Source: an optimization exercise on an open RTL-to-GDS flow (aim: small area, a short achievable clock period and few clock cycles per item). Production flows keep margins and buffers that such runs may drop.

==> flow/design.v <==
`default_nettype none
package lru_pkg;
  localparam int KEY_SPACE_DEF  = 64;
  localparam int MAX_FRAMES_DEF = 8;
  localparam int              CFG_W     = 4;
  localparam logic [CFG_W-1:0] CFG_RESET = 4'd4;
endpackage
`default_nettype wire
`default_nettype none
`default_nettype wire
`default_nettype none
module lru_ctrl #(
  parameter  int KEY_SPACE  = lru_pkg::KEY_SPACE_DEF,
  parameter  int MAX_FRAMES = lru_pkg::MAX_FRAMES_DEF,
  localparam int KW         = $clog2(KEY_SPACE),
  localparam int CW         = $clog2(MAX_FRAMES + 1)
) (
  input  wire logic                      clk,
  input  wire logic                      rst_n,
  input  wire logic                      step,
  input  wire logic [KW-1:0]             key,
  input  wire logic [CW-1:0]             lim,
  output logic                           res_hit,
  output logic                           res_evicted,
  output logic [KW-1:0]                  res_evicted_key,
  output logic [CW-1:0]                  occupancy
);
  logic [KW-1:0]         list_r [MAX_FRAMES];
  logic [CW-1:0]         count_r;
  logic [MAX_FRAMES-1:0] vld;
  logic [MAX_FRAMES-1:0] match;
  logic [MAX_FRAMES-1:0] shift;
  logic                  hit;
  logic                  full;
  logic [KW-1:0]         tail_key;
  always_comb begin
    for (int i = 0; i < MAX_FRAMES; i++) begin
      vld[i]   = (count_r > CW'(i));
      match[i] = vld[i] && (list_r[i] == key);
    end
  end
  always_comb begin
    shift[0] = 1'b1;
    for (int i = 1; i < MAX_FRAMES; i++) begin
      shift[i] = shift[i-1] & ~match[i-1];
    end
  end
  assign hit  = |match;
  assign full = (count_r >= lim);
  always_comb begin
    tail_key = '0;
    for (int i = 0; i < MAX_FRAMES; i++) begin
      if (count_r == CW'(i + 1)) tail_key = list_r[i];
    end
  end
  always_ff @(posedge clk) begin
    if (step) begin
      list_r[0] <= key;
      for (int i = 1; i < MAX_FRAMES; i++) begin
        if (shift[i]) list_r[i] <= list_r[i-1];
      end
      res_hit         <= hit;
      res_evicted     <= ~hit & full;
      res_evicted_key <= (~hit & full) ? tail_key : '0;
    end
  end
  always_ff @(posedge clk) begin
    if (!rst_n) begin
      count_r <= '0;
    end else if (step && !hit && !full) begin
      count_r <= CW'(count_r + 1'b1);
    end
  end
  assign occupancy = count_r;
endmodule
`default_nettype wire
`default_nettype none
module lru_page_reference_tracker_unit #(
  parameter  int KEY_SPACE  = lru_pkg::KEY_SPACE_DEF,
  parameter  int MAX_FRAMES = lru_pkg::MAX_FRAMES_DEF,
  localparam int KW         = $clog2(KEY_SPACE),
  localparam int CW         = $clog2(MAX_FRAMES + 1)
) (
  input  wire logic                      clk,
  input  wire logic                      rst_n,
  input  wire logic                      in_valid,
  output logic                           in_ready,
  input  wire logic [KW-1:0]             in_page_key,
  output logic                           out_valid,
  input  wire logic                      out_ready,
  output logic                           out_hit,
  output logic                           out_evicted,
  output logic [KW-1:0]                  out_evicted_key,
  output logic [CW-1:0]                  out_occupancy,
  input  wire logic                      cfg_valid,
  output logic                           cfg_ready,
  input  wire logic [lru_pkg::CFG_W-1:0] cfg_frames_in_use
);
  logic [CW-1:0] lim_r;
  logic [CW-1:0] lim_wr;
  logic          out_valid_r;
  logic          accept;
  logic          step;
  logic          q0_v, q1_v;
  logic [KW-1:0] q0_key, q1_key;
  always_comb begin
    if (cfg_frames_in_use == '0) begin
      lim_wr = CW'(1);
    end else if (cfg_frames_in_use > lru_pkg::CFG_W'(MAX_FRAMES)) begin
      lim_wr = CW'(MAX_FRAMES);
    end else begin
      lim_wr = CW'(cfg_frames_in_use);
    end
  end
  assign cfg_ready = 1'b1;
  always_ff @(posedge clk) begin
    if (!rst_n) begin
      lim_r <= CW'(lru_pkg::CFG_RESET);
    end else if (cfg_valid) begin
      lim_r <= lim_wr;
    end
  end
  assign in_ready = !q1_v;
  assign accept   = in_valid && !q1_v;
  assign step     = q0_v && (!out_valid_r || out_ready);
  always_ff @(posedge clk) begin
    if (!rst_n) begin
      q0_v <= 1'b0;
      q1_v <= 1'b0;
    end else begin
      if (!q0_v || step) begin
        q0_v <= q1_v || accept;
      end
      q1_v <= q0_v && !step && (q1_v || accept);
    end
  end
  always_ff @(posedge clk) begin
    if (!q0_v || step) begin
      q0_key <= q1_v ? q1_key : in_page_key;
    end
    if (!q1_v) begin
      q1_key <= in_page_key;
    end
  end
  lru_ctrl #(
    .KEY_SPACE  (KEY_SPACE),
    .MAX_FRAMES (MAX_FRAMES)
  ) u_ctrl (
    .clk             (clk),
    .rst_n           (rst_n),
    .step            (step),
    .key             (q0_key),
    .lim             (lim_r),
    .res_hit         (out_hit),
    .res_evicted     (out_evicted),
    .res_evicted_key (out_evicted_key),
    .occupancy       (out_occupancy)
  );
  always_ff @(posedge clk) begin
    if (!rst_n) begin
      out_valid_r <= 1'b0;
    end else if (step) begin
      out_valid_r <= 1'b1;
    end else if (out_ready) begin
      out_valid_r <= 1'b0;
    end
  end
  assign out_valid = out_valid_r;
endmodule
`default_nettype wire
make LEC_CHECK=0 ABC_CLOCK_PERIOD_IN_PS=2000 CAP_MARGIN=20 CORE_MARGIN=2 CORE_UTILIZATION=65 PLACE_DENSITY=0.75 SETUP_SLACK_MARGIN=3.5 SLEW_MARGIN=20 finish   # period 5.5 ns
run.sh (not shown) runs the stock make flow with config.mk's settings and CLKGATE_MAP_FILE= SYNTH_SCRIPT=/design/flow/synth_recipe.tcl, a recipe that flattens the netlist after the stock synthesis.
The starting point went through all stages and came out clean.
Then changed:
--- a/flow/config.mk
+++ b/flow/config.mk
@@ -8 +8 @@
-export ABC_CLOCK_PERIOD_IN_PS = 2000
+export ABC_CLOCK_PERIOD_IN_PS = 1500
@@ -11,3 +11,3 @@
-export CORE_UTILIZATION = 65
-export PLACE_DENSITY = 0.75
-export SETUP_SLACK_MARGIN = 3.5
+export CORE_UTILIZATION = 40
+export PLACE_DENSITY = 0.6
+export SETUP_SLACK_MARGIN = 4
The changed run produced a clean layout.
Synthesized area stays the same.
Register-to-register slack improves by 200 ps.
Cell count goes up by roughly a tenth.
Core utilization goes down by 32 points.
Fmax goes up by roughly a tenth.
No functional check of the RTL was part of any run of this note.

-- what the ideal ports hide --
No port has a modelled driver above. Below, the same layouts with a new extraction and two added sets of constraints. Step 1 (the two cells are an assumption about what drives the block):
set clk [get_ports {clk}]
set_driving_cell -lib_cell sky130_fd_sc_hd__clkbuf_16 $clk
set_driving_cell -lib_cell sky130_fd_sc_hd__buf_2 [delete_from_list [all_inputs] $clk]
Step 2 also shifts input and output timing later by t, the mid clock arrival at the registers, as if the neighbouring blocks saw the same clock. Three values: no drivers, after step 1, after step 2; two values: the first two.
| run | shift t [ns] | setup WS [ns] | latest minus earliest clock arrival (ns) | worst slew at a driven data input, ns |
|---|---|---|---|---|
| the first run | 0.396 | 3.166 / 3.166 / 2.934 | 0.012 / 0.012 | 0.04 |
| the second run | 0.398 | 3.368 / 3.368 / 3.067 | 0.011 / 0.011 | 0.04 |
After both steps every run listed still meets setup and hold. The setup slack of the second run, which loses most, moves by 0.000 ns with the drivers and by -0.301 ns with both steps.
